Background: an optimization exercise with open tools, aiming at small area, a short achievable clock period and few clock cycles per item. Do not read the settings as production practice.
Function was not checked in any run shown here: the RTL went through the layout flow alone.
No activity file was given, so power comes from the tool's default toggle rates.

<file path="design/flow/config.mk">
export PLATFORM = sky130hd
export DESIGN_NAME = pcie_notify_endpoint
export DESIGN_NICKNAME = pcie_notify_endpoint
export VERILOG_FILES = /design/flow/design.v
export SDC_FILE = /design/flow/constraint.sdc
export NUM_CORES = 4
export LEC_CHECK = 0
export ABC_CLOCK_PERIOD_IN_PS = 1800
export CAP_MARGIN = 20
export CORE_MARGIN = 2
export CORE_UTILIZATION = 60
export PLACE_DENSITY = 0.75
export SETUP_SLACK_MARGIN = 3.6
export SLEW_MARGIN = 20
export TNS_END_PERCENT = 100
</file>
<file path="design/flow/constraint.sdc">
create_clock -name core_clock -period 6.0 [get_ports {trn_clk}]
set_input_delay 1.2000 -clock core_clock [delete_from_list [all_inputs] [get_ports {trn_clk}]]
set_output_delay 1.2000 -clock core_clock [all_outputs]
set_load 0.01 [all_outputs]
</file>
<file path="design/flow/design.v">
package pcie_tlp_pkg;
    typedef logic [63:0] qword_t;          
    typedef logic [31:0] dword_t;          
    typedef logic [63:0] pcie_addr_t;      
    typedef logic [15:0] requester_id_t;   
    localparam int TLP_LEN_W = 10;         
    typedef logic [TLP_LEN_W-1:0] tlp_len_t;
    typedef enum logic [7:0] {
        MRD32          = 8'h00,   
        MWR32_3DW      = 8'h40,   
        MWR64_4DW_DATA = 8'h60    
    } tlp_fmt_type_e;
    localparam int       TLP_TAG_W     = 8;          
    localparam tlp_len_t MWR_LENGTH_DW = 10'd2;      
    localparam logic [3:0] FULL_BE     = 4'hF;       
    localparam int       NOTIFY_BEATS  = 3;          
    localparam tlp_len_t RX_LENGTH_DW  = 10'd1;
endpackage
package dma_regs_pkg;
    localparam int NUM_CHANNELS = 4;
    localparam int CHAN_SEL_W   = $clog2(NUM_CHANNELS);
    typedef logic [2:0] chan_idx_t;              
    typedef logic [CHAN_SEL_W-1:0] chan_sel_t;   
    typedef enum logic [1:0] {
        REG_ADDR_LO  = 2'd0,   
        REG_ADDR_HI  = 2'd1,   
        REG_DOORBELL = 2'd2,   
        REG_NONE     = 2'd3    
    } reg_sel_e;
    localparam int BAR_CHAN_MSB = 6;
    localparam int BAR_CHAN_LSB = 4;
    localparam int BAR_SEL_MSB  = 3;
    localparam int BAR_SEL_LSB  = 2;
    localparam int RING_BYTES    = 4096;
    localparam int NOTIFY_STRIDE = 8;            
    typedef logic [$clog2(RING_BYTES)-1:0] ring_off_t;
    typedef logic [31:0] seq_t;
endpackage
module pcie_notify_endpoint
(
    input  logic       trn_clk,
    input  logic       reset,
    input  pcie_tlp_pkg::qword_t     trn_rd,
    input  logic       trn_rsof_n,
    input  logic       trn_reof_n,
    input  logic       trn_rsrc_rdy_n,
    input  logic [6:0] trn_rbar_hit_n,
    output logic       trn_rdst_rdy_n,
    output pcie_tlp_pkg::qword_t     trn_td,
    output logic [7:0] trn_trem_n,
    output logic       trn_tsof_n,
    output logic       trn_teof_n,
    output logic       trn_tsrc_rdy_n,
    input  logic       trn_tdst_rdy_n,
    input  logic [7:0] cfg_bus_number,
    input  logic [4:0] cfg_device_number,
    input  logic [2:0] cfg_function_number
);
    localparam int NCH = 4;
    function automatic logic [51:0] inc52(input logic [51:0] x, input logic cin);
        logic [51:0] p;
        p = x;
        for (int d = 1; d < 52; d = d * 2) begin
            for (int i = 51; i >= d; i--) p[i] = p[i] & p[i - d];
        end
        inc52[0] = x[0] ^ cin;
        for (int i = 1; i < 52; i++) inc52[i] = x[i] ^ (cin & p[i - 1]);
    endfunction
    function automatic logic [31:0] inc32(input logic [31:0] x);
        logic [31:0] p;
        p = x;
        for (int d = 1; d < 32; d = d * 2) begin
            for (int i = 31; i >= d; i--) p[i] = p[i] & p[i - d];
        end
        inc32[0] = !x[0];
        for (int i = 1; i < 32; i++) inc32[i] = x[i] ^ p[i - 1];
    endfunction
    assign trn_rdst_rdy_n = 1'b0;     
    assign trn_trem_n     = 8'h00;    
    logic        beat;
    logic        hdr_good;    
    logic        acc;         
    logic [1:0]  ch_in;
    logic [1:0]  sel_in;
    logic [31:0] wdata;       
    logic [NCH-1:0] we_lo, we_hi, we_db;
    logic        db_in;       
    assign beat = !trn_rsrc_rdy_n;
    always_ff @(posedge trn_clk) begin
        if (reset) begin
            hdr_good <= 1'b0;
        end else if (beat) begin
            hdr_good <= !trn_rsof_n && trn_reof_n && !trn_rbar_hit_n[0] &&
                        (trn_rd[63:56] == 8'h40) && (trn_rd[41:32] == 10'd1);
        end
    end
    assign acc    = hdr_good && beat && !trn_reof_n && trn_rsof_n && !trn_rd[38];
    assign ch_in  = trn_rd[37:36];
    assign sel_in = trn_rd[35:34];
    assign wdata  = trn_rd[31:0] & {32{!reset}};
    assign db_in  = acc && (sel_in == 2'd2);
    for (genvar c = 0; c < NCH; c++) begin : g_dec
        assign we_lo[c] = acc && (ch_in == 2'(c)) && (sel_in == 2'd0);
        assign we_hi[c] = acc && (ch_in == 2'(c)) && (sel_in == 2'd1);
        assign we_db[c] = acc && (ch_in == 2'(c)) && (sel_in == 2'd2);
    end
    logic [63:3] base [NCH];
    logic [8:0]  lo   [NCH];
    logic        cy   [NCH];
    logic [31:0] seq  [NCH];
    logic [31:0] db   [NCH];
    logic [NCH-1:0] pend;     
    logic        tvalid_n;    
    logic        tsof_n;
    logic        teof_n;
    logic [63:0] td;
    logic [1:0]  ch_cur;      
    logic [NCH-1:0] ch_oh;    
    logic        upd;         
    logic [63:3] base_c;
    logic [8:0]  lo_c;
    logic        cy_c;
    logic [31:0] seq_c;
    logic [31:0] db_c;
    always_comb begin
        base_c = '0;
        lo_c   = '0;
        cy_c   = 1'b0;
        seq_c  = '0;
        db_c   = '0;
        for (int c = 0; c < NCH; c++) begin
            base_c = base_c | (base[c] & {61{ch_oh[c]}});
            lo_c   = lo_c   | (lo[c]   & {9{ch_oh[c]}});
            cy_c   = cy_c   | (cy[c]   & ch_oh[c]);
            seq_c  = seq_c  | (seq[c]  & {32{ch_oh[c]}});
            db_c   = db_c   | (db[c]   & {32{ch_oh[c]}});
        end
    end
    logic [8:0]  lo_nx;
    logic        cy_nx;
    logic [31:0] seq_nx;
    logic [8:0]  lo_adv;
    assign lo_adv = lo_c + 9'd1;
    assign lo_nx  = lo_adv & {9{!reset}};
    assign cy_nx  = !reset && (lo_adv != base_c[11:3]) && (cy_c || (&lo_c));
    assign seq_nx = inc32(seq_c) & {32{!reset}};
    for (genvar c = 0; c < NCH; c++) begin : g_ch
        logic adv_c;
        assign adv_c = upd && ch_oh[c];
        always_ff @(posedge trn_clk) begin
            if (reset || we_lo[c]) base[c][31:3]  <= wdata[31:3];
            if (reset || we_hi[c]) base[c][63:32] <= wdata;
            if (reset || adv_c)    seq[c]         <= seq_nx;
            if (we_db[c])          db[c]          <= trn_rd[31:0];
        end
        always_ff @(posedge trn_clk) begin
            if (reset) begin
                lo[c] <= '0;
                cy[c] <= 1'b0;
            end else if (we_lo[c]) begin
                lo[c] <= trn_rd[11:3];
                cy[c] <= 1'b0;
            end else if (we_hi[c]) begin
                lo[c] <= base[c][11:3];
                cy[c] <= 1'b0;
            end else if (adv_c) begin
                lo[c] <= lo_nx;
                cy[c] <= cy_nx;
            end
        end
    end
    logic        adv;         
    logic        any_pend;
    logic [1:0]  rr_ch;       
    logic [1:0]  nxt_ch;
    logic        start;       
    logic        head;        
    logic [63:0] addr_q;
    logic [63:0] hdr_q;
    assign adv      = tvalid_n || !trn_tdst_rdy_n;
    assign any_pend = |pend;
    assign head     = adv && (tvalid_n || !teof_n);
    assign start    = any_pend || db_in;
    always_comb begin
        rr_ch = ch_cur;
        for (int k = NCH - 1; k >= 1; k--) begin
            if (pend[2'(ch_cur + 2'(k))]) rr_ch = 2'(ch_cur + 2'(k));
        end
    end
    assign nxt_ch = any_pend ? rr_ch : ch_in;
    assign addr_q = {inc52(base_c[63:12], cy_c), lo_c, 3'b000};
    assign hdr_q  = {8'h60, 14'd0, 10'd2, cfg_bus_number, cfg_device_number, cfg_function_number,
                     6'd0, nxt_ch, 8'hFF};
    always_ff @(posedge trn_clk) begin
        if (adv) begin
            if (!tvalid_n && !tsof_n)           td <= addr_q;
            else if (!tvalid_n && teof_n)       td <= {seq_c, db_c};
            else                                td <= hdr_q;
        end
    end
    always_ff @(posedge trn_clk) begin
        if (reset) begin
            tvalid_n <= 1'b1;
            tsof_n   <= 1'b1;
            teof_n   <= 1'b1;
            ch_cur   <= 2'd0;
            ch_oh    <= 4'b0001;
            upd      <= 1'b0;
            pend     <= '0;
        end else begin
            upd <= adv && !tvalid_n && tsof_n && teof_n;
            if (adv) begin
                if (!tvalid_n && !tsof_n) begin
                    tsof_n <= 1'b1;
                end else if (!tvalid_n && teof_n) begin
                    teof_n <= 1'b0;
                end else begin
                    tvalid_n <= !start;
                    tsof_n   <= !start;
                    teof_n   <= 1'b1;
                end
            end
            if (head && start) begin
                ch_cur <= nxt_ch;
                for (int c = 0; c < NCH; c++) ch_oh[c] <= (nxt_ch == 2'(c));
            end
            for (int c = 0; c < NCH; c++) begin
                if (head && start && nxt_ch == 2'(c)) pend[c] <= 1'b0;
                else if (we_db[c] && !(head && !any_pend)) pend[c] <= 1'b1;
            end
        end
    end
    assign trn_td         = td;
    assign trn_tsof_n     = tsof_n;
    assign trn_teof_n     = teof_n;
    assign trn_tsrc_rdy_n = tvalid_n;
endmodule
</file>
<file path="design/flow/run.sh">
#!/bin/bash
# synth_recipe.tcl (not shown) runs the flow's synth.tcl, then flattens the netlist and writes it again
# the make line also repeats each setting of config.mk as NAME=value (left out here)
make -C /OpenROAD-flow-scripts/flow DESIGN_CONFIG=/design/flow/config.mk WORK_HOME=/design/flow/orfs CLKGATE_MAP_FILE= SYNTH_SCRIPT=/design/flow/synth_recipe.tcl finish
</file>
==> impl_metrics.csv, run 1 <==
group,metric,value,unit
sta,finalCritPeriodShare,64.4,%
layout,fillers,1543,
detailed_routing,drtPass1Iterations,9,
sta,slew_viol_final,0,
detailed_routing,detail_route.wl_per_cell,38.6,microns
detailed_routing,drtAntennaViolNets,0,
detailed_routing,highest_layer,"met5",
pwr,totalPowerFinal,9.75,mW
worst_setup_path,path_buf_inv,4,
yosys,yosys_warnings,6,
placement,routabilityCongestion,0.813,
clock_network,htreeDepth,2,
sta,finalSetupTns,0,ps
layout,drive_above_1_share,39.2,%
status,status,"complete, no violations",
yosys,synth-async-reset-ratio,0,%
pwr,power.leakage,12.9,nW
yosys,avgSynthCellArea,14.2,sq um
worst_setup_path,critPathMaxFanout,11,
sta,setup_violations,0,
layout,final_net_count,2356,
floorplanning,io_pins,169,
yosys,synth-seq-area-share,70.3,%
detailed_routing,routedLengthMet1,32200,microns
sta,hold_viol,0,
floorplanning,start_util,61.0,%
yosys,synth_ff_type,"edfxtp_1",
detailed_routing,via_per_inst,7.94,
yosys,synth.top_cell.area_share,66.0,%
yosys,yosys.area.top_type,"edfxtp_1",
pwr,power_density,271,nW/um^2
worst_setup_path,crit_path_top_delay_cell,"a22oi_1",
clock_network,cts_buffers,59,
floorplanning,fp.dieArea,44400,sq um
floorplanning,core_area,42000,sq um
floorplanning,row_count,75,
sta,rsz0062_at_grt,"true",
pwr,peakVddDrop,279,uV
clock_network,cts-hold-fix-buffers,0,
sta,timing.hold.ws,528,ps
sta,max_freq,259,MHz
yosys,syn-cell-area,25700,sq um
worst_setup_path,crit_family,"simple AND/OR/NAND/NOR gates",
clock_network,cts.path.max_buffers,3,
detailed_routing,drt-initial-drc-count,4749,
grt,grt_max_degree,75,
detailed_routing,finalWirelength,110000,microns
job,cap_violations,0,
worst_setup_path,cp.required,6320,ps
worst_setup_path,cp.arrival,4190,ps
clock_network,cts_tree,"built",
yosys,ys_types,73,
grt,grt_pass1_wl,132000,microns
placement,dpl.hpwl,40300,microns
detailed_routing,met2_length,47800,microns
grt,grt_pass1_vias,20300,
sta,period_minus_slack,3870,ps
worst_setup_path,start_kind,"flop",
yosys,syn_inst,1811,
worst_setup_path,cp-end-kind,"flop",
detailed_routing,post-route-drc-count,0,
clock_network,cts_sinks,619,
worst_setup_path,critPathMaxStageDelay,740,ps
placement,dp_slack,1850,ps
sta,finalWorstSetupSlack,2130,ps
worst_hold_path,min-delay-path-class,"flop to flop",
layout,utilization,85.7,%
layout,area_delta_synth_final,40.5,%
sta,tightest_slew,1420,ps
yosys,synth.area.top_cells,"edfxtp_1 (66%), a22oi_1 (6.5%), dfxtp_1 (4.3%)",
clock_network,clkSlewWorstSetupHoldPaths,70,ps
floorplanning,die_w,211,microns
placement,port_buffers,139,
grt,overflow,0,
grt,grt_usage,41.1,%
worst_setup_path,crit_chain,"buf_12 > buf_12 > buf_12 > bufbuf_16 > a22oi_1 > nand2_1 > nand4_1 > nor2_1 > nand3_4 > nand2_2 > o211ai_1",
yosys,synth_edf_count,564,
grt,antenna_found_initial,4,
yosys,ys_seq_elements,619,
worst_setup_path,critPathKind,"flop to flop",
floorplanning,die_h,211,microns
worst_setup_path,crit_top_cell,"buf_12",
clock_network,clock_latency,700,ps
sta,skew,52.7,ps
sta,slew_headroom,5.10,%
detailed_routing,vias,22600,
clock_network,root_buffer,"clkbuf_16",
detailed_routing,wl_met3,18700,microns
[registers in the layout, indices dropped and copies added, names as in the netlist]
name / flops
tvalid_n: 1
upd: 1
base: 244
tsof_n: 1
td: 64
hdr_good: 1
seq: 128
lo: 36
db: 128
pend: 4
teof_n: 1
ch_oh: 4
ch_cur: 2
cy: 4
[logic make-up (layout without fill, tap and decap cells)]
family / after synthesis / after routing / synth area share [%]
flops: 619 / 619 / 70.3
compound gates: 539 / 548 / 15.8
simple gates: 448 / 459 / 8.67
buf+inv: 137 / 607 / 2.71
xor+xnor: 58 / 58 / 2.14
mux: 5 / 5 / 0.200
fa+ha+maj: 4 / 4 / 0.195
other cells: 1 / 12 / 0.0146
[through the flow]
| step | instances | area [sq um] |
|---|---|---|
| after floorplan | 1819 | 26300 |
| after global placement | 2394 | 27700 |
| after detailed placement | 2394 | 27700 |
| after CTS | 2758 | 34000 |
| after global routing | 2848 | 36000 |
| final | 2851 | 36000 |
[cell usage in the layout (no fill, tap or decap), types with 26 or more instances in the layout]
master,count
buf_2,69
clkbuf_16,63
nand2_1,102
nor2b_1,42
edfxtp_1,564
nor2_4,26
clkdlybuf4s50_1,62
buf_12,67
nand2_2,33
a21oi_1,47
a22oi_1,159
dfxtp_1,47
buf_4,164
a22oi_2,62
nand3_1,29
nor2_1,42
a211oi_1,36
a22o_1,27
buf_6,76
[synth_stat cells, drive strengths merged (8+ instances only)]
library cell / number
a211oi: 56
a21o: 10
a21oi: 56
a221oi: 36
a22o: 38
a22oi: 221
a311oi: 21
a32o: 13
and2: 11
buf: 69
clkbuf: 58
dfxtp: 55
edfxtp: 564
inv: 10
nand2: 145
nand2b: 9
nand3: 66
nand4: 18
nor2: 78
nor2b: 44
nor3: 32
nor4: 9
o211ai: 8
o21ai: 23
o21bai: 8
xnor2: 32
xor2: 23
[worst min-delay path, stage by stage (launching register included)]
cell and delay [ps]:
dfxtp_1 320, nand2_1 70, a311oi_1 80
[final timing paths]
check	start	end	slack (ps)	depth (start not counted)
worst min register to register	lo[1][4]$_SDFFE_PP0P_	lo[1][4]$_SDFFE_PP0P_	530	2
worst min-delay path	lo[1][4]$_SDFFE_PP0P_	lo[1][4]$_SDFFE_PP0P_	530	2
worst max register to register	ch_oh[1]$_SDFFE_PP0P_	td[63]$_DFFE_PN_	2130	11
worst max-delay path	ch_oh[1]$_SDFFE_PP0P_	td[63]$_DFFE_PN_	2130	11
[power by group]
| group | switching, mW | internal (mW) | leakage (nW) |
|---|---|---|---|
| clock | 1.80 | 2.26 | 0.972 |
| combinational | 0.433 | 0.237 | 5.94 |
| sequential | 0.106 | 4.92 | 5.97 |
[layer usage]
layer | GRT usage (%) | up-vias
li1 | - | 8174
met1 | 51.0 | 10600
met2 | 64.0 | 2879
met3 | 12.3 | 951
met4 | 25.5 | 6
met5 | 0 | -
[cell type report]
type / instances / area [sq um] / area share [%]
Antenna cell: 3 / 7.51 / 0.0208
Clock buffer: 70 / 1540 / 4.27
Clock inverter: 41 / 455 / 1.26
Inverter: 10 / 37.5 / 0.104
Multi-Input combinational cell: 1083 / 9800 / 27.2
Sequential cell: 619 / 18100 / 50.1
Tap cell: 539 / 674 / 1.87
Timing Repair Buffer: 486 / 5460 / 15.2
[timing repair]
item,in CTS,in global routing
setup buffers,220,82
gates cloned,33,7
gates resized for setup,668,226
endpoints found under the setup margin,1057,600
pin swaps,148,132
==> inputs of run 2 (changes only) <==
==> design/flow/config.mk (replaced) <==
export PLATFORM = sky130hd
export DESIGN_NAME = pcie_notify_endpoint
export DESIGN_NICKNAME = pcie_notify_endpoint
export VERILOG_FILES = /design/flow/design.v
export SDC_FILE = /design/flow/constraint.sdc
export NUM_CORES = 4
export LEC_CHECK = 0
export ABC_CLOCK_PERIOD_IN_PS = 2000
export CAP_MARGIN = 20
export CORE_MARGIN = 2
export CORE_UTILIZATION = 40
export PLACE_DENSITY = 0.6
export SETUP_SLACK_MARGIN = 3.5
export SLEW_MARGIN = 20
export TNS_END_PERCENT = 100
==> run 2 against run 1 <==
  * Setup slack improved by 980 ps
  * Design area fell by 4.5%
  * Synthesized area did not move
  * Via count fell by 18%
  * Final cell count up 7.1%
  * Combinational power shrank 17%
  * Clock skew is 18 ps lower
  * Synthesized cell count unchanged
  * Highest routed layer unchanged
==> impl_metrics.csv, run 2 <==
group,metric,value,unit
yosys,synthXorXnorAreaFrac,2.14,%
layout,area_delta_synth_final,34.1,%
pwr,power_density,276,nW/um^2
layout,final_net_count,2256,
detailed_routing,via_per_inst,6.11,
yosys,synthAdderAreaFrac,0.195,%
yosys,syn-cell-area,25700,sq um
yosys,synth_edf_count,564,
sta,tightest_slew,895,ps
detailed_routing,post-route-drc-count,0,
floorplanning,row_count,92,
worst_setup_path,r2r_cells,12,
yosys,synth_common_cells,"edfxtp_1 (564), a22oi_1 (221), nand2_1 (144), nor2_1 (78), nand3_1 (66)",
worst_setup_path,crit_path_top_delay_cell,"or4_4",
detailed_routing,drt-initial-drc-count,1940,
layout,biggestRegsByFlops,"base x244, db x128, seq x128",
worst_setup_path,crit_chain,"buf_6 > buf_12 > a22o_1 > a221oi_2 > or4_4 > nor3_4 > ha_4 > xnor2_4 > nor3_2 > nand3_2 > o21a_1 > a211o_1",
layout,layout_common_cells,"edfxtp_1 (564), a22oi_1 (172), buf_4 (135), nand2_1 (111), clkbuf_16 (67)",
worst_setup_path,critical_path_cell_count,12,
clock_network,root_buffer,"clkbuf_16",
floorplanning,io_pins,169,
sta,period_minus_slack,2880,ps
yosys,synth.area.top_cells,"edfxtp_1 (66%), a22oi_1 (6.5%), dfxtp_1 (4.3%)",
grt,overflow,0,
yosys,synth_top_family_by_area,"compound AO/OA/AOI/OAI gates",
pwr,totalPowerFinal,9.48,mW
grt,grt_max_degree,68,
pwr,power.leakage,12.0,nW
sta,slew_viol_final,0,
sta,finalCritPeriodShare,48.0,%
yosys,ys_types,73,
layout,fillers,4930,
sta,setup_violations,0,
clock_network,cts.path.max_buffers,3,
sta,skew,34.5,ps
worst_setup_path,crit_family,"simple AND/OR/NAND/NOR gates",
clock_network,cts_sinks,619,
detailed_routing,finalWirelength,83900,microns
clock_network,clock_latency,620,ps
pwr,peakVddDrop,173,uV
placement,dp_cells,2707,
grt,grt_pass1_wl,121000,microns
yosys,yosys.area_share.simple,8.67,%
placement,dp_slack,1860,ps
worst_setup_path,cp.required,6510,ps
job,cap_violations,0,
placement,dpl.hpwl,42700,microns
yosys,yosysMostFrequentCell,"edfxtp_1",
floorplanning,start_util,40.6,%
yosys,syn_inst,1811,
sta,hold_viol,0,
yosys,synth_ff_type,"edfxtp_1",
worst_setup_path,start_kind,"flop",
floorplanning,die_h,257,microns
status,status,"complete, no violations",
sta,max_freq,347,MHz
yosys,synth.area.mux_share,0.200,%
worst_hold_path,whs_path_depth,2,
grt,antenna_found_initial,0,
grt,grt_usage,24.8,%
layout,largest_register_ffs,244,
sta,rsz0062_at_grt,"true",
clock_network,cts_tree,"built",
detailed_routing,drtPass1Iterations,8,
yosys,synth-seq-area-share,70.3,%
yosys,yosys.area.top_type,"edfxtp_1",
worst_setup_path,path_buf_inv,2,
yosys,synth-async-reset-ratio,0,%
layout,regMostFlops,"base",
worst_setup_path,critPathMaxFanout,5,
clock_network,htreeDepth,3,
worst_setup_path,critPathKind,"flop to flop",
floorplanning,fp.dieArea,66200,sq um
sta,finalSetupTns,0,ps
detailed_routing,vias,18700,
layout,drive_above_1_share,29.2,%
yosys,synth.top_cell.area_share,66.0,%
floorplanning,die_w,257,microns
worst_setup_path,critPathMaxStageDelay,560,ps
layout,fin_cells,3052,
worst_hold_path,min-delay-path-class,"flop to flop",
yosys,ys_seq_elements,619,
yosys,synth_compound_area_share,15.8,%
placement,routabilityCongestion,0.817,
worst_setup_path,cp.arrival,3390,ps
layout,layout_commonest_cell,"edfxtp_1",
sta,finalWorstSetupSlack,3120,ps
layout,diodes,0,
clock_network,cts_buffers,66,
detailed_routing,drtAntennaViolNets,0,
sta,slew_headroom,39.8,%
grt,grt_pass1_vias,18600,
clock_network,clkSlewWorstSetupHoldPaths,60,ps
placement,port_buffers,139,
yosys,avgSynthCellArea,14.2,sq um
sta,timing.hold.ws,494,ps
floorplanning,core_area,63200,sq um
detailed_routing,detail_route.wl_per_cell,27.5,microns
worst_setup_path,cp-end-kind,"flop",
yosys,yosys_warnings,6,
-- run 2: cell counts after synthesis --
Identical to the previous run, type by type.
-- run 2: metrics by stage --
stage          area, sq um  utilization, %
5_1_grt              34400            54.5
3_5_place_dp         28100            44.5
4_1_cts              33600            53.2
2_1_floorplan        26200               -
3_3_place_gp         28100            44.5
6_report             34400            54.5
-- run 2: kinds of logic after synthesis --
family | count (synthesis)
muxes | 5
buffers and inverters | 137
xor gates and xnor gates | 58
AOI/OAI and AO/OA | 539
DFF | 619
adders and majority gates | 4
other | 1
and+or+nand+nor | 448
-- run 2: what timing repair did --
action                     in CTS  in global routing
cloned                         31                  1
setup endpoints to repair     794                565
resized for setup             381                124
pin swaps                     109                 58
setup buffers                 165                 32
hold buffers                    0                  0
-- run 2: worst paths after layout --
path	startpoint	to	slack (ps)
max	ch_oh[1]$_SDFFE_PP0P_	cy[2]$_SDFFE_PP0P_	3120
min	lo[2][8]$_SDFFE_PP0P_	lo[2][8]$_SDFFE_PP0P_	490
max reg2reg	ch_oh[1]$_SDFFE_PP0P_	cy[2]$_SDFFE_PP0P_	3120
min reg2reg	lo[2][8]$_SDFFE_PP0P_	lo[2][8]$_SDFFE_PP0P_	490
-- run 2: area by class of cell --
type | count | area [sq um] | share of cell area, %
Clock buffer | 82 | 1720 | 5.00
Clock inverter | 33 | 348 | 1.01
Inverter | 10 | 37.5 | 0.109
Multi-Input combinational cell | 1077 | 8820 | 25.6
Sequential cell | 619 | 18100 | 52.5
Tap cell | 846 | 1060 | 3.08
Timing Repair Buffer | 385 | 4380 | 12.7
-- run 2: tightest hold or removal path: stages (launching register included) --
cell      delay [ps]
dfxtp_1          310
nand2_1           50
a311oi_1          70
-- run 2: power by group --
group | internal (mW) | switching (mW)
Sequential | 4.92 | 0.0647
Clock | 2.24 | 1.71
Combinational | 0.213 | 0.342
Total | 7.37 | 2.12
-- run 2: per-layer routing --
| layer | track usage [%] | vias up | part of all wire [%] |
|---|---|---|---|
| li1 | - | 7985 | - |
| met1 | 31.8 | 9344 | 38 |
| met2 | 40.1 | 1093 | 48 |
| met3 | 5.11 | 229 | 9.3 |
| met4 | 12.4 | 2 | 4.4 |
| met5 | 0 | - | 0.025 |
==> inputs of run 3 (changes only) <==
--- a/design/flow/design.v
+++ b/design/flow/design.v
@@ -116,6 +116,7 @@
     logic [63:0] td;
     logic [1:0]  ch_cur;      
     logic [NCH-1:0] ch_oh;    
+    logic [NCH-1:0] ch_ohn;   
     logic        upd;         
     logic [63:3] base_c;
     logic [8:0]  lo_c;
@@ -132,18 +133,16 @@
             base_c = base_c | (base[c] & {61{ch_oh[c]}});
             lo_c   = lo_c   | (lo[c]   & {9{ch_oh[c]}});
             cy_c   = cy_c   | (cy[c]   & ch_oh[c]);
-            seq_c  = seq_c  | (seq[c]  & {32{ch_oh[c]}});
-            db_c   = db_c   | (db[c]   & {32{ch_oh[c]}});
+            seq_c  = seq_c  | (seq[c]  & ~{32{ch_ohn[c]}});
+            db_c   = db_c   | (db[c]   & ~{32{ch_ohn[c]}});
         end
     end
     logic [8:0]  lo_nx;
     logic        cy_nx;
     logic [31:0] seq_nx;
-    logic [8:0]  lo_adv;
-    assign lo_adv = lo_c + 9'd1;
-    assign lo_nx  = lo_adv & {9{!reset}};
-    assign cy_nx  = !reset && (lo_adv != base_c[11:3]) && (cy_c || (&lo_c));
-    assign seq_nx = inc32(seq_c) & {32{!reset}};
+    assign lo_nx  = (lo_c + 9'd1) & {9{!reset}};
+    assign cy_nx  = lo_nx < base_c[11:3];
+    assign seq_nx = inc32(td[63:32]) & {32{!reset}};
     for (genvar c = 0; c < NCH; c++) begin : g_ch
         logic adv_c;
         assign adv_c = upd && ch_oh[c];
@@ -205,6 +204,7 @@
             teof_n   <= 1'b1;
             ch_cur   <= 2'd0;
             ch_oh    <= 4'b0001;
+            ch_ohn   <= 4'b1110;
             upd      <= 1'b0;
             pend     <= '0;
         end else begin
@@ -222,7 +222,10 @@
             end
             if (head && start) begin
                 ch_cur <= nxt_ch;
-                for (int c = 0; c < NCH; c++) ch_oh[c] <= (nxt_ch == 2'(c));
+                for (int c = 0; c < NCH; c++) begin
+                    ch_oh[c]  <= (nxt_ch == 2'(c));
+                    ch_ohn[c] <= (nxt_ch != 2'(c));
+                end
             end
             for (int c = 0; c < NCH; c++) begin
                 if (head && start && nxt_ch == 2'(c)) pend[c] <= 1'b0;
==> run 3 against run 2 <==
  * Sequential share of layout area up 1.1 points
  * Clock skew rose by 3.7 ps
  * Fmax rose by 1.1%
  * Setup slack gained 32 ps
  * Highest routed layer unchanged
  * Sequential power about the same
  * First-iteration DRC count is 6.1% higher
==> impl_metrics.csv, run 3 <==
group,metric,value,unit
worst_hold_path,min-delay-path-class,"flop to flop",
clock_network,clkSlewWorstSetupHoldPaths,60,ps
pwr,totalPowerFinal,9.48,mW
detailed_routing,drt-initial-drc-count,2059,
sta,slew_viol_final,0,
grt,grt_usage,23.9,%
worst_setup_path,crit_chain,"buf_8 > a22oi_2 > nand2_4 > ha_4 > inv_1 > a221oi_4 > buf_4 > nand3b_1 > xnor2_2 > nor2b_1 > ha_1 > a31o_2 > o41ai_2",
floorplanning,io_pins,169,
yosys,synthXorXnorAreaFrac,1.96,%
yosys,synth_compound_area_share,16.1,%
yosys,ys_seq_elements,623,
yosys,synthAdderAreaFrac,0.531,%
clock_network,cts_tree,"built",
layout,drive_above_1_share,27.3,%
sta,hold_viol,0,
sta,max_freq,351,MHz
detailed_routing,finalWirelength,82100,microns
clock_network,root_buffer,"clkbuf_16",
layout,fin_cells,3089,
detailed_routing,drtPass1Iterations,6,
yosys,yosysMostFrequentCell,"edfxtp_1",
yosys,synth_common_cells,"edfxtp_1 (564), a22oi_1 (232), nand2_1 (138), a21oi_1 (93), nor2_1 (89)",
clock_network,htreeDepth,3,
detailed_routing,via_per_inst,5.96,
layout,biggestRegsByFlops,"base x244, db x128, seq x128",
floorplanning,core_area,64200,sq um
sta,skew,38.2,ps
yosys,synth.top_cell.area_share,65.3,%
detailed_routing,drtAntennaViolNets,0,
floorplanning,row_count,93,
layout,layout_common_cells,"edfxtp_1 (564), a22oi_1 (197), buf_4 (148), nand2_1 (108), a21oi_1 (86)",
worst_setup_path,start_kind,"flop",
layout,layout_commonest_cell,"edfxtp_1",
sta,finalSetupTns,0,ps
yosys,synth.area.mux_share,0.0772,%
job,cap_violations,0,
yosys,yosys.area.top_type,"edfxtp_1",
worst_setup_path,cp.required,6520,ps
placement,dp_slack,1850,ps
yosys,avgSynthCellArea,14.1,sq um
grt,grt_pass1_vias,17800,
detailed_routing,post-route-drc-count,0,
layout,largest_register_ffs,244,
placement,dp_cells,2752,
layout,utilization,52.7,%
layout,fillers,5189,
placement,port_buffers,139,
floorplanning,fp.dieArea,66900,sq um
placement,dpl.hpwl,45500,microns
worst_setup_path,cp.arrival,3370,ps
sta,rsz0062_at_grt,"true",
yosys,synth_edf_count,564,
layout,regMostFlops,"base",
layout,regArea,18100,sq um
grt,grt_max_degree,73,
detailed_routing,detail_route.wl_per_cell,26.6,microns
pwr,power_density,280,nW/um^2
yosys,syn_inst,1845,
layout,multiInputGateArea,8580,sq um
yosys,ys_types,71,
floorplanning,start_util,40.4,%
worst_setup_path,r2r_slack,3150,ps
worst_setup_path,critPathMaxStageDelay,430,ps
yosys,synth-seq-area-share,69.8,%
floorplanning,die_h,259,microns
sta,tightest_slew,935,ps
placement,routabilityCongestion,0.826,
layout,fin_area,33900,sq um
clock_network,cts_sinks,623,
sta,setup_violations,0,
worst_setup_path,cp-end-kind,"flop",
yosys,synth.area.top_cells,"edfxtp_1 (65%), a22oi_1 (6.7%), dfxtp_1 (4.6%)",
worst_setup_path,r2r_cells,13,
worst_setup_path,critPathKind,"flop to flop",
worst_hold_path,whs_path_depth,2,
sta,period_minus_slack,2850,ps
layout,final_net_count,2291,
yosys,synth_ff_type,"edfxtp_1",
grt,grt_pass1_wl,118000,microns
pwr,power.leakage,11.9,nW
layout,diodes,0,
worst_setup_path,critPathMaxFanout,5,
yosys,synth-async-reset-ratio,0,%
yosys,syn-cell-area,25900,sq um
yosys,synth_top_family_by_area,"compound AO/OA/AOI/OAI gates",
yosys,yosys_warnings,6,
sta,finalWorstSetupSlack,3150,ps
worst_setup_path,crit_path_top_delay_cell,"dfxtp_4",
status,status,"complete, no violations",
yosys,yosys.area_share.simple,8.74,%
grt,overflow,0,
floorplanning,die_w,259,microns
clock_network,cts_buffers,66,
grt,antenna_found_initial,5,
sta,slew_headroom,37.6,%
layout,area_delta_synth_final,30.6,%
clock_network,clock_latency,610,ps
sta,timing.hold.ws,496,ps
sta,finalCritPeriodShare,47.5,%
detailed_routing,vias,18400,
clock_network,cts.path.max_buffers,3,
placement,placed_cell_area,28300,sq um
pwr,peakVddDrop,170,uV
==> run 3: cell count changes after synthesis, sizes merged, moves of 16 or more <==
cell    previous run  this run
a21o              10        29
a211oi            56        40
buf               69        51
a22o              38        15
a22oi            221       248
clkbuf            58        76
a21oi             56        93
==> run 3: path summary, 6_finish.rpt <==
kind,start,to
max,ch_oh[0]$_SDFFE_PP1P_,cy[0]$_SDFFE_PP0P_
min,lo[1][5]$_SDFFE_PP0P_,lo[1][5]$_SDFFE_PP0P_
max reg2reg,ch_oh[0]$_SDFFE_PP1P_,cy[0]$_SDFFE_PP0P_
min reg2reg,lo[1][5]$_SDFFE_PP0P_,lo[1][5]$_SDFFE_PP0P_
==> run 3: kinds of logic (layout without fill, tap and decap cells) <==
logic type | count (synthesis) | after routing
flops | 623 | 623
compound gates | 558 | 566
simple gates | 453 | 457
buf+inv | 139 | 508
xor+xnor | 58 | 58
fa+ha+maj | 11 | 11
mux | 2 | 2
other cells | 1 | 9
==> run 3: power breakdown <==
| group | switching (mW) | internal (mW) | leakage [nW] |
|---|---|---|---|
| combinational | 0.304 | 0.192 | 4.90 |
| clock | 1.66 | 2.35 | 1.03 |
| sequential | 0.0590 | 4.91 | 6.00 |
| total | 2.02 | 7.45 | 11.9 |
==> run 3: worst max-delay path, delay by kind of cell (launching register included) <==
kind                     cells  cell delay, ps
flip-flops                   1             430
buffers and inverters        3             410
adder cells (fa/ha/maj)      2             390
AND/OR/NAND/NOR              3             400
AO/OA/AOI/OAI                4             850
XOR/XNOR                     1             280
==> run 3: cell type report <==
cell class,instances,area share (%)
multi-input combinational,1103,25.3
clock buffer,87,5.38
sequential,623,53.6
tap,855,3.16
inverter,12,0.133
timing repair buffer,381,11.7
clock inverter,28,0.798
==> run 3: repair_timing <==
item	CTS	global route
cloned	19	4
resized for setup	375	92
setup endpoints to repair	720	324
pin swaps	71	63
buffers inserted	142	57
hold buffers	0	0
==> run 3: routing by layer <==
layer	wire length, microns	track usage (%)	part of all wire [%]
met5	65	0	0.079
met4	2300	7.72	2.8
met3	7120	4.63	8.7
met2	39900	39.7	49
met1	32700	31.7	40
==> inputs of run 4 (changes only) <==
--- a/design/flow/design.v
+++ b/design/flow/design.v
@@ -75,6 +75,15 @@
         inc32[0] = !x[0];
         for (int i = 1; i < 32; i++) inc32[i] = x[i] ^ p[i - 1];
     endfunction
+    function automatic logic [8:0] inc9(input logic [8:0] x);
+        logic [8:0] p;
+        p = x;
+        for (int d = 1; d < 9; d = d * 2) begin
+            for (int i = 8; i >= d; i--) p[i] = p[i] & p[i - d];
+        end
+        inc9[0] = !x[0];
+        for (int i = 1; i < 9; i++) inc9[i] = x[i] ^ p[i - 1];
+    endfunction
     assign trn_rdst_rdy_n = 1'b0;     
     assign trn_trem_n     = 8'h00;    
     logic        beat;
@@ -140,8 +149,8 @@
     logic [8:0]  lo_nx;
     logic        cy_nx;
     logic [31:0] seq_nx;
-    assign lo_nx  = (lo_c + 9'd1) & {9{!reset}};
-    assign cy_nx  = lo_nx < base_c[11:3];
+    assign lo_nx  = inc9(lo_c);
+    assign cy_nx  = (lo_nx != base_c[11:3]) && (cy_c || (&lo_c));
     assign seq_nx = inc32(td[63:32]) & {32{!reset}};
     for (genvar c = 0; c < NCH; c++) begin : g_ch
         logic adv_c;
@@ -181,10 +190,19 @@
     assign head     = adv && (tvalid_n || !teof_n);
     assign start    = any_pend || db_in;
     always_comb begin
-        rr_ch = ch_cur;
-        for (int k = NCH - 1; k >= 1; k--) begin
-            if (pend[2'(ch_cur + 2'(k))]) rr_ch = 2'(ch_cur + 2'(k));
-        end
+        logic [NCH-1:0] r;    
+        case (ch_cur)
+            2'd0:    r = {pend[0], pend[3], pend[2], pend[1]};
+            2'd1:    r = {pend[1], pend[0], pend[3], pend[2]};
+            2'd2:    r = {pend[2], pend[1], pend[0], pend[3]};
+            default: r = {pend[3], pend[2], pend[1], pend[0]};
+        endcase
+        casez (r)
+            4'b???1: rr_ch = ch_cur ^ {ch_cur[0], 1'b1};     
+            4'b??10: rr_ch = ch_cur ^ 2'd2;                   
+            4'b?100: rr_ch = ch_cur ^ {!ch_cur[0], 1'b1};    
+            default: rr_ch = ch_cur;
+        endcase
     end
     assign nxt_ch = any_pend ? rr_ch : ch_in;
     assign addr_q = {inc52(base_c[63:12], cy_c), lo_c, 3'b000};
==> run 4 against run 3 <==
  * Worst hold slack worse by 30 ps
  * Routed wire length grew 2.1%
  * Sequential share of layout area grew 1.8 points
  * Sequential cell count stayed put
  * Die area decreased by 0.32%
  * Largest cell class unchanged
==> impl_metrics.csv, run 4 <==
group,metric,value,unit
layout,regMostFlops,"base",
floorplanning,die_w,258,microns
grt,antenna_found_initial,6,
pwr,power_density,284,nW/um^2
grt,grt_pass1_wl,120000,microns
sta,tightest_slew,1020,ps
placement,port_buffers,139,
grt,grt_max_degree,58,
yosys,yosys.area.top_type,"edfxtp_1",
worst_hold_path,whs_path_depth,2,
clock_network,root_buffer,"clkbuf_16",
detailed_routing,drt-initial-drc-count,1909,
layout,drive_above_1_share,24.9,%
clock_network,cts_tree,"built",
detailed_routing,vias,18300,
worst_setup_path,critPathMaxFanout,5,
sta,hold_viol,0,
yosys,synth_common_cells,"edfxtp_1 (564), a22oi_1 (231), nand2_1 (134), nor2_1 (117), a21oi_1 (92)",
detailed_routing,post-route-drc-count,0,
sta,rsz0062_at_grt,"true",
clock_network,cts.path.max_buffers,3,
layout,layout_commonest_cell,"edfxtp_1",
sta,slew_headroom,31.9,%
floorplanning,io_pins,169,
sta,setup_violations,0,
detailed_routing,drtAntennaViolNets,0,
floorplanning,core_area,64200,sq um
worst_setup_path,r2r_cells,14,
yosys,yosysMostFrequentCell,"edfxtp_1",
pwr,peakVddDrop,206,uV
floorplanning,die_h,258,microns
clock_network,htreeDepth,2,
worst_setup_path,cp.arrival,3480,ps
floorplanning,row_count,93,
clock_network,cts_buffers,60,
worst_setup_path,critPathKind,"flop to flop",
clock_network,cts-hold-fix-buffers,0,
worst_hold_path,min-delay-path-class,"flop to flop",
floorplanning,fp.dieArea,66700,sq um
yosys,syn_inst,1850,
layout,biggestRegsByFlops,"base x244, db x128, seq x128",
placement,routabilityCongestion,0.842,
yosys,synth.top_cell.area_share,65.5,%
layout,utilization,51.0,%
yosys,yosys_warnings,6,
layout,final_net_count,2228,
clock_network,clock_latency,650,ps
detailed_routing,finalWirelength,83900,microns
yosys,avgSynthCellArea,14.0,sq um
layout,largest_register_ffs,244,
yosys,syn-cell-area,25900,sq um
sta,finalSetupTns,0,ps
worst_setup_path,start_kind,"flop",
layout,layout_common_cells,"edfxtp_1 (564), a22oi_1 (215), buf_4 (120), nand2_1 (110), nor2_1 (100)",
yosys,synth.area.top_cells,"edfxtp_1 (65%), a22oi_1 (6.7%), dfxtp_1 (4.6%)",
sta,skew,34.3,ps
pwr,power.leakage,11.4,nW
worst_setup_path,cp-end-kind,"flop",
layout,fillers,5310,
layout,area_delta_synth_final,26.8,%
detailed_routing,detail_route.wl_per_cell,27.6,microns
sta,period_minus_slack,2960,ps
detailed_routing,via_per_inst,6.01,
yosys,synth-async-reset-ratio,0,%
yosys,synth-seq-area-share,70.1,%
sta,max_freq,338,MHz
yosys,synth_ff_type,"edfxtp_1",
yosys,synth_edf_count,564,
clock_network,cts_sinks,623,
worst_setup_path,cp.required,6520,ps
grt,overflow,0,
status,status,"complete, no violations",
clock_network,clkSlewWorstSetupHoldPaths,70,ps
floorplanning,start_util,40.3,%
sta,finalCritPeriodShare,49.3,%
job,cap_violations,0,
pwr,totalPowerFinal,9.30,mW
sta,slew_viol_final,0,
yosys,ys_seq_elements,623,
grt,grt_pass1_vias,17700,
grt,grt_usage,24.4,%
yosys,ys_types,73,
detailed_routing,drtPass1Iterations,5,
placement,dpl.hpwl,46300,microns
## run 4: worst max-delay path, cell delays in order (launching register included)
cell and delay, ps:
dfxtp_4 410, buf_12 130, a22oi_2 60, nand2_2 110
ha_4 170, inv_4 40, a221oi_4 220, nand2_2 130
nor3_4 180, ha_4 240, xor2_1 150, nand3_1 140
or4_4 570, o21ai_2 170, a21oi_1 90
## run 4: power breakdown
part / switching (mW) / total (mW) / internal (mW)
Combinational: 0.295 / 0.449 / 0.154
Sequential: 0.0551 / 4.96 / 4.91
Clock: 1.65 / 3.89 / 2.24
## run 4: worst paths after layout
kind,from,endpoint,slack [ps]
max reg2reg,ch_oh[1]$_SDFFE_PP0P_,cy[1]$_SDFFE_PP0P_,3040
max,ch_oh[1]$_SDFFE_PP0P_,cy[1]$_SDFFE_PP0P_,3040
min,lo[1][7]$_SDFFE_PP0P_,lo[1][7]$_SDFFE_PP0P_,470
min reg2reg,lo[1][7]$_SDFFE_PP0P_,lo[1][7]$_SDFFE_PP0P_,470
## run 4: logic make-up (layout without fill, tap and decap cells)
group | Yosys count | after routing | synth area share [%]
DFF | 623 | 623 | 70.1
and+or+nand+nor | 454 | 472 | 8.57
other | 1 | 11 | 0.0145
AOI/OAI and AO/OA | 542 | 542 | 15.3
adders and majority gates | 4 | 4 | 0.194
buffers and inverters | 138 | 443 | 2.70
xor gates and xnor gates | 71 | 71 | 2.54
muxes | 17 | 17 | 0.658
## run 4: routing by layer
layer | part of all wire, % | up-vias | wire [microns] | global-route usage, %
met5 | 0.036 | - | 30 | 0
met4 | 3.5 | 4 | 2900 | 8.25
met3 | 8.4 | 169 | 7070 | 5.03
met2 | 48 | 888 | 40300 | 40.1
met1 | 40 | 9316 | 33600 | 32.4
li1 | - | 7879 | - | -
## run 4: area by class of cell
class	count	area (sq um)	share of cell area (%)
Clock buffer	80	1690	5.16
Multi-Input combinational cell	1115	8460	25.8
Clock inverter	32	338	1.03
Sequential cell	623	18100	55.3
Timing Repair inverter	1	7.51	0.0229
Tap cell	855	1070	3.26
Antenna cell	2	5.00	0.0153
Inverter	15	67.6	0.206
Timing Repair Buffer	315	3000	9.16
## run 4: stage by stage
stage | hold WS, ps | std cells | area, sq um | worst slack (ps)
finish | 466 | 3038 | 32800 | 3040
global route | 498 | 3036 | 32800 | 2970
CTS | 466 | 3005 | 32100 | 3000
detailed placement | 451 | 2765 | 28300 | 1670
global placement | 444 | 2765 | 28300 | 1690
floorplan | 432 | 1858 | 26300 | 2770
## run 4: timing repair
action,in CTS,in global routing
resized for setup,374,111
hold endpoints to repair,0,0
setup buffers,106,27
cloned,22,4
setup endpoints to repair,821,374
pin swaps,44,31
==> inputs of run 5 (changes only) <==
--- a/design/flow/config.mk
+++ b/design/flow/config.mk
@@ -9,6 +9,8 @@
 export CAP_MARGIN = 20
 export CORE_MARGIN = 2
 export CORE_UTILIZATION = 40
+export CTS_CLUSTER_DIAMETER = 60
+export CTS_CLUSTER_SIZE = 30
 export PLACE_DENSITY = 0.6
 export SETUP_SLACK_MARGIN = 3.5
 export SLEW_MARGIN = 20
==> run 5 against run 4 <==
  * Combinational power is 4% higher
  * Global-route usage is 0.65 points lower
  * Critical path depth stayed put
  * Synthesized area stayed put
  * Largest power group unchanged
==> impl_metrics.csv, run 5 <==
group,metric,value,unit
placement,dpl.hpwl,46300,microns
yosys,synth_top_family_by_area,"compound AO/OA/AOI/OAI gates",
detailed_routing,highest_layer,"met5",
layout,multiInputGateArea,8770,sq um
detailed_routing,routedLengthMet1,33600,microns
grt,grt_pass1_vias,17200,
floorplanning,die_w,258,microns
worst_setup_path,cp.arrival,3470,ps
floorplanning,die_h,258,microns
grt,grt_pass1_wl,117000,microns
yosys,synth.area.top_cells,"edfxtp_1 (65%), a22oi_1 (6.7%), dfxtp_1 (4.6%)",
yosys,yosys.area_share.simple,8.57,%
worst_setup_path,cp-end-kind,"flop",
clock_network,cts-hold-fix-buffers,0,
worst_setup_path,crit_end,"cy[2]$_SDFFE_PP0P_",
sta,finalCritPeriodShare,50.2,%
placement,routabilityCongestion,0.842,
worst_setup_path,critPathMaxFanout,6,
yosys,synth-seq-area-share,70.1,%
clock_network,cts_tree,"built",
detailed_routing,finalWirelength,82600,microns
layout,diodes,0,
worst_setup_path,start_kind,"flop",
clock_network,clkSlewWorstSetupHoldPaths,110,ps
pwr,peakVddDrop,201,uV
job,cap_violations,0,
placement,dp_slack,1670,ps
yosys,synth_common_cells,"edfxtp_1 (564), a22oi_1 (231), nand2_1 (134), nor2_1 (117), a21oi_1 (92)",
layout,layout_commonest_cell,"edfxtp_1",
detailed_routing,met2_length,40200,microns
yosys,syn-cell-area,25900,sq um
floorplanning,core_area,64200,sq um
yosys,yosysMostFrequentCell,"edfxtp_1",
yosys,synth_ff_type,"edfxtp_1",
worst_hold_path,min-delay-path-class,"flop to flop",
sta,max_freq,332,MHz
clock_network,cts_sinks,623,
sta,skew,49.4,ps
clock_network,root_buffer,"clkbuf_16",
status,status,"complete, no violations",
layout,area_delta_synth_final,27.6,%
yosys,synthAdderAreaFrac,0.194,%
pwr,power.leakage,11.5,nW
layout,biggestRegsByFlops,"base x244, db x128, seq x128",
layout,largest_register_ffs,244,
worst_setup_path,crit_start,"ch_oh[2]$_SDFFE_PP0P_",
clock_network,cts.path.max_buffers,3,
floorplanning,row_count,93,
sta,period_minus_slack,3010,ps
placement,port_buffers,139,
layout,fin_cells,3034,
detailed_routing,detail_route.wl_per_cell,27.2,microns
layout,utilization,51.4,%
placement,dp_cells,2765,
grt,overflow,0,
layout,final_net_count,2248,
clock_network,cts_buffers,39,
layout,fillers,5311,
worst_setup_path,crit_chain,"buf_12 > a22oi_2 > nand2_2 > ha_4 > inv_4 > a221oi_4 > nand2_2 > nor3_4 > ha_4 > xor2_1 > nand3_1 > or4_4 > o21ai_2 > a21oi_1",
yosys,synthXorXnorAreaFrac,2.54,%
sta,finalSetupTns,0,ps
yosys,synth.area.mux_share,0.658,%
layout,regArea,18100,sq um
sta,slew_viol_final,0,
yosys,yosys.area.top_type,"edfxtp_1",
floorplanning,fp.dieArea,66700,sq um
sta,hold_viol,0,
yosys,ys_seq_elements,623,
grt,antenna_found_initial,5,
detailed_routing,drtAntennaViolNets,0,
worst_setup_path,crit_path_top_delay_cell,"or4_4",
detailed_routing,via_per_inst,5.97,
yosys,syn_inst,1850,
sta,setup_violations,0,
detailed_routing,wl_met3,6270,microns
sta,tightest_slew,1150,ps
yosys,synth_compound_area_share,15.3,%
yosys,synth.top_cell.area_share,65.5,%
sta,finalWorstSetupSlack,2990,ps
floorplanning,io_pins,169,
yosys,avgSynthCellArea,14.0,sq um
yosys,synth-async-reset-ratio,0,%
worst_setup_path,r2r_cells,14,
worst_setup_path,regToRegEndpoint,"cy[2]$_SDFFE_PP0P_",
worst_setup_path,critPathMaxStageDelay,570,ps
layout,layout_common_cells,"edfxtp_1 (564), a22oi_1 (210), buf_4 (133), nand2_1 (104), nor2_1 (99)",
worst_setup_path,r2r_slack,2990,ps
sta,rsz0062_at_grt,"true",
layout,regMostFlops,"base",
grt,grt_usage,23.8,%
clock_network,clock_latency,600,ps
sta,slew_headroom,23.0,%
clock_network,htreeDepth,2,
pwr,power_density,254,nW/um^2
detailed_routing,drtPass1Iterations,5,
detailed_routing,drt-initial-drc-count,1980,
layout,drive_above_1_share,26.8,%
detailed_routing,post-route-drc-count,0,
yosys,ys_types,73,
yosys,yosys_warnings,6,
worst_setup_path,r2r_start,"ch_oh[2]$_SDFFE_PP0P_",
floorplanning,start_util,40.3,%
detailed_routing,vias,18100,
yosys,synth_edf_count,564,
worst_setup_path,cp.required,6460,ps
worst_setup_path,critPathKind,"flop to flop",
grt,grt_max_degree,58,
==> run 5: cell counts after synthesis <==
Identical to the previous run, type by type.
==> run 5: metrics by stage <==
stage / power [mW] / hold WS (ps) / area, sq um
3_5_place_dp: 5.45 / 451 / 28300
2_1_floorplan: 5.24 / 432 / 26300
3_3_place_gp: 5.43 / 444 / 28300
5_1_grt: 8.61 / 499 / 33000
4_1_cts: 8.37 / 465 / 31300
6_report: 8.38 / 470 / 33000
==> run 5: area by class of cell <==
class / instances / area share [%]
repair buffers: 358 / 10.9
flip-flops and latches: 623 / 55.0
inverters: 15 / 0.205
multi-input cells: 1113 / 26.6
repair inverters: 1 / 0.0227
clock inverters: 29 / 1.13
clock buffers: 40 / 2.97
well taps: 855 / 3.24
==> run 5: power breakdown <==
group / total (mW) / switching, mW / internal (mW) / leakage, nW
sequential: 4.96 / 0.0551 / 4.90 / 6.00
clock: 2.96 / 1.61 / 1.35 / 0.651
combinational: 0.467 / 0.299 / 0.167 / 4.80
total: 8.38 / 1.96 / 6.41 / 11.5
==> run 5: what timing repair did <==
action / in CTS / in global routing
pin swaps: 34 / 67
setup buffers: 98 / 74
resized for setup: 298 / 231
gates cloned: 17 / 11
endpoints found under the hold margin: 0 / 0
endpoints found under the setup margin: 870 / 334
==> run 5: logic make-up after synthesis <==
logic type	count (synthesis)
adders and majority gates	4
xor gates and xnor gates	71
other	1
DFF	623
and+or+nand+nor	454
muxes	17
AOI/OAI and AO/OA	542
buffers and inverters	138
==> run 5: critical path, delay by kind of cell, from the launching register on <==
family / cells / cell delay [ps]
compound gates: 4 / 550
buf+inv: 2 / 170
xor+xnor: 1 / 160
fa+ha+maj: 2 / 400
simple gates: 5 / 1200
flops: 1 / 390
==> run 5: per-layer routing <==
layer / vias up / track usage [%]
met4: 4 / 6.89
met2: 785 / 40.1
met1: 9310 / 32.1
met3: 123 / 3.46
met5: - / 0
li1: 7896 / -
==> run 5: worst min-delay path by stage <==
stage | from | cells after the start | slack, ps | endpoint
global route | lo[1][5]$_SDFFE_PP0P_ | 2 | 500 | lo[1][5]$_SDFFE_PP0P_
CTS | lo[1][3]$_SDFFE_PP0P_ | 2 | 460 | lo[1][3]$_SDFFE_PP0P_
floorplan | lo[1][3]$_SDFFE_PP0P_ | 2 | 430 | lo[1][3]$_SDFFE_PP0P_
global placement | lo[1][3]$_SDFFE_PP0P_ | 2 | 440 | lo[1][3]$_SDFFE_PP0P_
finish | lo[1][7]$_SDFFE_PP0P_ | 2 | 470 | lo[1][7]$_SDFFE_PP0P_
detailed placement | lo[1][5]$_SDFFE_PP0P_ | 2 | 450 | lo[1][5]$_SDFFE_PP0P_
==> inputs of run 6 (changes only) <==
--- a/design/flow/design.v
+++ b/design/flow/design.v
@@ -127,6 +127,7 @@
     logic [NCH-1:0] ch_oh;    
     logic [NCH-1:0] ch_ohn;   
     logic        upd;         
+    logic        upd_a;       
     logic [63:3] base_c;
     logic [8:0]  lo_c;
     logic        cy_c;
@@ -150,11 +151,13 @@
     logic        cy_nx;
     logic [31:0] seq_nx;
     assign lo_nx  = inc9(lo_c);
-    assign cy_nx  = (lo_nx != base_c[11:3]) && (cy_c || (&lo_c));
-    assign seq_nx = inc32(td[63:32]) & {32{!reset}};
+    assign cy_nx  = cy_c ? (lo_c != base_c[11:3]) : ((lo_c == 9'd0) && (base_c[11:3] != 9'd0));
+    assign seq_nx = inc32(seq_c) & {32{!reset}};
     for (genvar c = 0; c < NCH; c++) begin : g_ch
-        logic adv_c;
-        assign adv_c = upd && ch_oh[c];
+        logic adv_c;      
+        logic step_c;     
+        assign adv_c  = upd && ch_oh[c];
+        assign step_c = upd_a && ch_oh[c];
         always_ff @(posedge trn_clk) begin
             if (reset || we_lo[c]) base[c][31:3]  <= wdata[31:3];
             if (reset || we_hi[c]) base[c][63:32] <= wdata;
@@ -171,9 +174,9 @@
             end else if (we_hi[c]) begin
                 lo[c] <= base[c][11:3];
                 cy[c] <= 1'b0;
-            end else if (adv_c) begin
-                lo[c] <= lo_nx;
-                cy[c] <= cy_nx;
+            end else begin
+                if (step_c) lo[c] <= lo_nx;
+                if (adv_c)  cy[c] <= cy_nx;
             end
         end
     end
@@ -224,9 +227,11 @@
             ch_oh    <= 4'b0001;
             ch_ohn   <= 4'b1110;
             upd      <= 1'b0;
+            upd_a    <= 1'b0;
             pend     <= '0;
         end else begin
-            upd <= adv && !tvalid_n && tsof_n && teof_n;
+            upd   <= adv && !tvalid_n && tsof_n && teof_n;
+            upd_a <= adv && !tvalid_n && !tsof_n;
             if (adv) begin
                 if (!tvalid_n && !tsof_n) begin
                     tsof_n <= 1'b1;
==> design/flow/config.mk (replaced) <==
export PLATFORM = sky130hd
export DESIGN_NAME = pcie_notify_endpoint
export DESIGN_NICKNAME = pcie_notify_endpoint
export VERILOG_FILES = /design/flow/design.v
export SDC_FILE = /design/flow/constraint.sdc
export NUM_CORES = 4
export LEC_CHECK = 0
export ABC_CLOCK_PERIOD_IN_PS = 1500
export CAP_MARGIN = 20
export CORE_MARGIN = 2
export CORE_UTILIZATION = 40
export PLACE_DENSITY = 0.6
export SETUP_SLACK_MARGIN = 3.6
export SLEW_MARGIN = 20
export TNS_END_PERCENT = 100
==> run 6 against run 5 <==
  * Critical path type is now primary input to flop
  * Power grew 18%
  * Non-clock buffer count grew 173
  * Synthesized cell count grew 2.2%
  * Largest power group unchanged
  * Clock power grew 45%
  * Setup slack gained 3.2 ps
  * Final cell count grew 8.5%
  * First-iteration DRC count grew 11%
==> impl_metrics.csv, run 6 <==
group,metric,value,unit
pwr,power_density,260,nW/um^2
placement,port_buffers,139,
sta,finalCritPeriodShare,50.1,%
sta,skew,16.2,ps
worst_setup_path,cp.arrival,3320,ps
detailed_routing,drt-initial-drc-count,2207,
placement,placed_cell_area,28700,sq um
worst_setup_path,cp.required,6310,ps
clock_network,htreeDepth,3,
clock_network,root_buffer,"clkbuf_16",
layout,regArea,18200,sq um
yosys,synth.top_cell.area_share,64.5,%
floorplanning,core_area,64700,sq um
detailed_routing,drtAntennaViolNets,0,
floorplanning,die_h,260,microns
sta,tightest_slew,1150,ps
sta,finalWorstSetupSlack,2990,ps
clock_network,cts_sinks,624,
yosys,syn-cell-area,26200,sq um
floorplanning,fp.dieArea,67700,sq um
yosys,avgSynthCellArea,13.9,sq um
grt,grt_pass1_vias,19300,
grt,grt_usage,26.4,%
placement,dp_slack,1660,ps
grt,antenna_found_initial,3,
worst_setup_path,critPathMaxStageDelay,670,ps
floorplanning,io_pins,169,
sta,rsz0062_at_grt,"true",
detailed_routing,drtPass1Iterations,7,
yosys,yosysMostFrequentCell,"edfxtp_1",
floorplanning,row_count,93,
yosys,syn_inst,1891,
layout,fin_area,37900,sq um
grt,overflow,0,
clock_network,cts_tree,"built",
worst_setup_path,critPathMaxFanout,64,
pwr,power.leakage,13.9,nW
worst_setup_path,crit_chain,"buf_2 > buf_4 > or4b_4 > buf_6 > buf_12 > nor3b_4 > buf_6 > buf_12 > buf_16",
sta,hold_viol,0,
sta,slew_headroom,22.3,%
sta,period_minus_slack,3010,ps
layout,layout_commonest_cell,"edfxtp_1",
yosys,synth.area.top_cells,"edfxtp_1 (65%), a22oi_1 (6.1%), dfxtp_1 (4.6%)",
layout,area_delta_synth_final,44.4,%
placement,routabilityCongestion,0.864,
worst_setup_path,crit_path_top_delay_cell,"or4b_4",
sta,max_freq,333,MHz
yosys,ys_types,93,
layout,regMostFlops,"base",
yosys,yosys_warnings,6,
detailed_routing,finalWirelength,94500,microns
layout,drive_above_1_share,40.0,%
detailed_routing,detail_route.wl_per_cell,28.7,microns
layout,layout_common_cells,"edfxtp_1 (564), buf_4 (180), a22oi_1 (177), nand2_1 (105), nor2b_1 (92)",
worst_setup_path,cp-end-kind,"flop",
worst_setup_path,critPathKind,"primary input to flop",
detailed_routing,post-route-drc-count,0,
grt,grt_pass1_wl,130000,microns
detailed_routing,via_per_inst,6.10,
worst_setup_path,start_kind,"primary input",
yosys,synth_common_cells,"edfxtp_1 (564), a22oi_1 (213), nand2_1 (141), nor2b_1 (116), nor2_1 (83)",
worst_setup_path,crit_family,"buffers and inverters",
layout,fin_cells,3292,
placement,dpl.hpwl,46600,microns
floorplanning,die_w,260,microns
yosys,synth_ff_type,"edfxtp_1",
clock_network,cts_buffers,67,
placement,dp_cells,2808,
layout,largest_register_ffs,244,
clock_network,clock_latency,610,ps
yosys,synth-async-reset-ratio,0,%
clock_network,clkSlewWorstSetupHoldPaths,60,ps
sta,setup_violations,0,
layout,final_net_count,2481,
grt,grt_max_degree,65,
worst_hold_path,min-delay-path-class,"flop to flop",
layout,fillers,4747,
floorplanning,start_util,40.6,%
pwr,peakVddDrop,204,uV
job,cap_violations,0,
layout,multiInputGateArea,10000,sq um
layout,biggestRegsByFlops,"base x244, db x128, seq x128",
sta,finalSetupTns,0,ps
status,status,"complete, no violations",
detailed_routing,vias,20100,
yosys,synth-seq-area-share,69.1,%
clock_network,cts.path.max_buffers,3,
yosys,ys_seq_elements,624,
sta,slew_viol_final,0,
yosys,yosys.area.top_type,"edfxtp_1",
worst_setup_path,path_buf_inv,7,
yosys,synth_edf_count,564,
==> run 6: cell count changes after synthesis, moves of 10 or more <==
cell	before	now
nor2b_1	44	116
nor2_1	117	83
nor4_1	5	16
clkbuf_1	72	61
a22oi_1	231	213
mux2i_1	17	6
o211ai_1	15	1
xor2_1	26	43
nor3_1	22	38
xnor2_1	42	28
a21oi_1	92	77
o22ai_1	4	17
a22o_1	18	8
nand3_1	44	28
==> run 6: cells by family after synthesis <==
logic type / Yosys count / synth area share, %
adder cells (fa/ha/maj): 4 / 0.191
AO/OA/AOI/OAI: 509 / 14.2
XOR/XNOR: 71 / 2.37
flip-flops: 624 / 69.1
other: 1 / 0.0143
AND/OR/NAND/NOR: 529 / 10.9
multiplexers: 6 / 0.229
buffers and inverters: 147 / 2.97
==> run 6: timing repair <==
action,CTS,global route
setup buffers,215,92
gates resized for setup,790,201
cloned,46,9
pin swaps,145,148
hold buffers,0,0
setup endpoints to repair,844,790
==> run 6: worst reg2reg max path: cells and delay by family, from the launching register on <==
family / cells / cell delay [ps]
DFF: 1 / 450
xor gates and xnor gates: 1 / 300
buffers and inverters: 2 / 370
and+or+nand+nor: 3 / 840
AOI/OAI and AO/OA: 3 / 470
==> run 6: area by class of cell <==
type | count | share of cell area (%)
Antenna cell | 2 | 0.0132
Clock buffer | 91 | 5.10
Clock inverter | 29 | 0.905
Inverter | 18 | 0.284
Multi-Input combinational cell | 1140 | 26.4
Sequential cell | 624 | 48.0
Tap cell | 855 | 2.82
Timing Repair Buffer | 531 | 16.5
Timing Repair inverter | 2 | 0.0462
==> run 6: report_power, final <==
| part | switching [mW] | leakage (nW) | internal (mW) | total [mW] |
|---|---|---|---|---|
| combinational | 0.356 | 6.59 | 0.245 | 0.601 |
| clock | 1.70 | 1.11 | 2.60 | 4.30 |
| sequential | 0.0540 | 6.17 | 4.90 | 4.96 |
| total | 2.11 | 13.9 | 7.75 | 9.86 |
==> run 6: path summary, 6_finish.rpt <==
check	from	to	slack, ps	cells after the start
worst max register to register	ch_oh[1]$_SDFFE_PP0P_	td[37]$_DFFE_PN_	3280	9
worst min register to register	lo[0][7]$_SDFFE_PP0P_	lo[0][7]$_SDFFE_PP0P_	460	2
worst min-delay path	lo[0][7]$_SDFFE_PP0P_	lo[0][7]$_SDFFE_PP0P_	460	2
worst max-delay path	trn_rd[34]	db[1][20]$_DFFE_PP_	2990	9
==> run 6: metrics by stage <==
step / hold slack [ps] / utilization (%) / power (mW)
2_1_floorplan: 432 / - / 5.25
3_3_place_gp: 452 / 44.3 / 5.44
3_5_place_dp: 446 / 44.3 / 5.45
4_1_cts: 458 / 55.7 / 9.80
5_1_grt: 479 / 58.6 / 10.1
6_report: 459 / 58.6 / 9.86
==> run 6: metal layers <==
layer  vias up  global-route usage (%)  routed length, microns
met1     10100                    34.2                   34900
li1       8428                       -                       -
met3       277                    4.68                    9350
met5         -                       0                      43
met4         6                    13.4                    5480
met2      1277                    42.6                   44700
==> inputs of run 7 (changes only) <==
--- a/design/flow/config.mk
+++ b/design/flow/config.mk
@@ -5,11 +5,11 @@
 export SDC_FILE = /design/flow/constraint.sdc
 export NUM_CORES = 4
 export LEC_CHECK = 0
-export ABC_CLOCK_PERIOD_IN_PS = 1500
+export ABC_CLOCK_PERIOD_IN_PS = 2000
 export CAP_MARGIN = 20
 export CORE_MARGIN = 2
 export CORE_UTILIZATION = 40
 export PLACE_DENSITY = 0.6
-export SETUP_SLACK_MARGIN = 3.6
+export SETUP_SLACK_MARGIN = 3.5
 export SLEW_MARGIN = 20
 export TNS_END_PERCENT = 100
==> run 7 against run 6 <==
  * Combinational power is 1% lower
  * Sequential share of layout area is 0.75 points higher
  * Utilization is 0.91 points lower
  * Final cell count is 1.1% lower
  * Sequential cell count stayed put
  * Synthesized cell count stayed put
  * Power is 2.1% lower
  * Fmax is 5.2% higher
  * Worst hold slack better by 24 ps
  * Critical path type unchanged
  * Largest power group unchanged
==> impl_metrics.csv, run 7 <==
group,metric,value,unit
worst_setup_path,crit_path_top_delay_cell,"or4b_4",
yosys,ys_seq_elements,624,
worst_setup_path,cp.required,6340,ps
layout,final_net_count,2447,
grt,grt_max_degree,68,
sta,hold_viol,0,
yosys,synth-async-reset-ratio,0,%
floorplanning,core_area,64700,sq um
floorplanning,row_count,93,
placement,dp_slack,1670,ps
yosys,ys_types,93,
sta,rsz0062_at_grt,"true",
detailed_routing,vias,19600,
layout,drive_above_1_share,36.4,%
detailed_routing,drtAntennaViolNets,0,
placement,dpl.hpwl,46700,microns
sta,timing.hold.ws,483,ps
yosys,synth-seq-area-share,69.1,%
worst_hold_path,whs_path_depth,2,
worst_hold_path,min-delay-path-class,"flop to flop",
layout,area_delta_synth_final,42.2,%
grt,grt_usage,25.1,%
worst_setup_path,path_buf_inv,3,
yosys,yosys.area.top_type,"edfxtp_1",
floorplanning,io_pins,169,
yosys,syn_inst,1891,
worst_hold_path,min-delay-start,"lo[0][5]$_SDFFE_PP0P_",
layout,regMostFlops,"base",
job,cap_violations,0,
yosys,synth.area.top_cells,"edfxtp_1 (65%), a22oi_1 (6.1%), dfxtp_1 (4.6%)",
detailed_routing,via_per_inst,6.01,
clock_network,cts_tree,"built",
sta,finalCritPeriodShare,47.6,%
worst_setup_path,crit_chain,"buf_2 > or4b_4 > or4b_4 > nor3b_4 > buf_6 > clkbuf_16",
yosys,yosys_warnings,6,
placement,port_buffers,139,
clock_network,clkSlewWorstSetupHoldPaths,70,ps
status,status,"complete, no violations",
floorplanning,start_util,40.6,%
worst_setup_path,crit_family,"simple AND/OR/NAND/NOR gates",
sta,tightest_slew,1050,ps
sta,slew_viol_final,0,
clock_network,clock_latency,650,ps
clock_network,htreeDepth,2,
worst_setup_path,r2r_slack,3240,ps
worst_setup_path,cp.arrival,3200,ps
yosys,synth_ff_type,"edfxtp_1",
sta,finalWorstSetupSlack,3140,ps
detailed_routing,finalWirelength,91500,microns
-- run 7: cell types whose count changed in the layout (fill, tap and decap cells not counted), moves of 8 or more --
cell,before,now
nor2_1,49,62
nor2_2,26,15
dlygate4sd2_1,2,10
buf_4,180,171
clkdlybuf4s15_1,0,38
buf_12,79,55
clkbuf_1,14,6
buf_2,69,13
-- run 7: area by class of cell --
cell class,instances,area (sq um)
repair buffers,504,6100
multi-input cells,1139,9680
clock buffers,70,1610
well taps,855,1070
inverters,18,128
fillers,4841,27400
flip-flops and latches,624,18200
repair inverters,2,20.0
clock inverters,43,526
diodes,1,2.50
-- run 7: layer usage --
layer,GRT usage [%],vias up,share of wire [%]
met3,4.12,265,8.9
met2,40.7,1109,48
met4,11.2,0,5.6
met1,33.2,9860,38
met5,0,-,0
li1,-,8342,-
-- run 7: metrics by stage --
stage,instances,utilization [%]
final,3256,57.7
after global routing,3256,57.7
after detailed placement,2811,44.3
after floorplan,1899,-
after global placement,2811,44.3
after CTS,3150,54.3
-- run 7: how the worst max path moves through the flow --
stage	startpoint	endpoint
3_5_place_dp	trn_rsrc_rdy_n	db[2][14]$_DFFE_PP_
3_3_place_gp	trn_rsrc_rdy_n	db[2][24]$_DFFE_PP_
2_1_floorplan	trn_rsrc_rdy_n	db[1][0]$_DFFE_PP_
4_1_cts	trn_rd[38]	db[0][8]$_DFFE_PP_
6_report	trn_reof_n	db[1][9]$_DFFE_PP_
5_1_grt	trn_rd[38]	lo[3][0]$_SDFFE_PP0P_
-- run 7: kinds of logic after synthesis --
logic type / count (synthesis) / share of synthesized area (%)
DFF: 624 / 69.1
and+or+nand+nor: 529 / 10.9
AOI/OAI and AO/OA: 509 / 14.2
buffers and inverters: 147 / 2.97
xor gates and xnor gates: 71 / 2.37
muxes: 6 / 0.229
adders and majority gates: 4 / 0.191
other: 1 / 0.0143
-- run 7: report_power, final --
part | internal [mW] | switching (mW) | leakage (nW)
clock | 2.41 | 1.70 | 1.03
combinational | 0.244 | 0.348 | 6.24
sequential | 4.90 | 0.0505 | 6.17
total | 7.55 | 2.10 | 13.4
-- run 7: tightest hold or removal path: cells and delay by family, from the launching register on --
family           cells  cell delay [ps]
AND/OR/NAND/NOR      1               60
flip-flops           1              330
AO/OA/AOI/OAI        1               50
-- run 7: repair_timing --
item	CTS	global route
buffers inserted	182	90
gates resized for setup	578	260
gates cloned	44	15
endpoints found under the setup margin	765	689
pin swaps	99	125

Setup slack of run 7, layout unchanged: 3.143 ns with ideal ports, 3.169 ns with driving cells assumed (clock clkbuf_16, inputs buf_2), 2.466 ns with port delays also shifted by the 0.702 ns mid clock arrival.
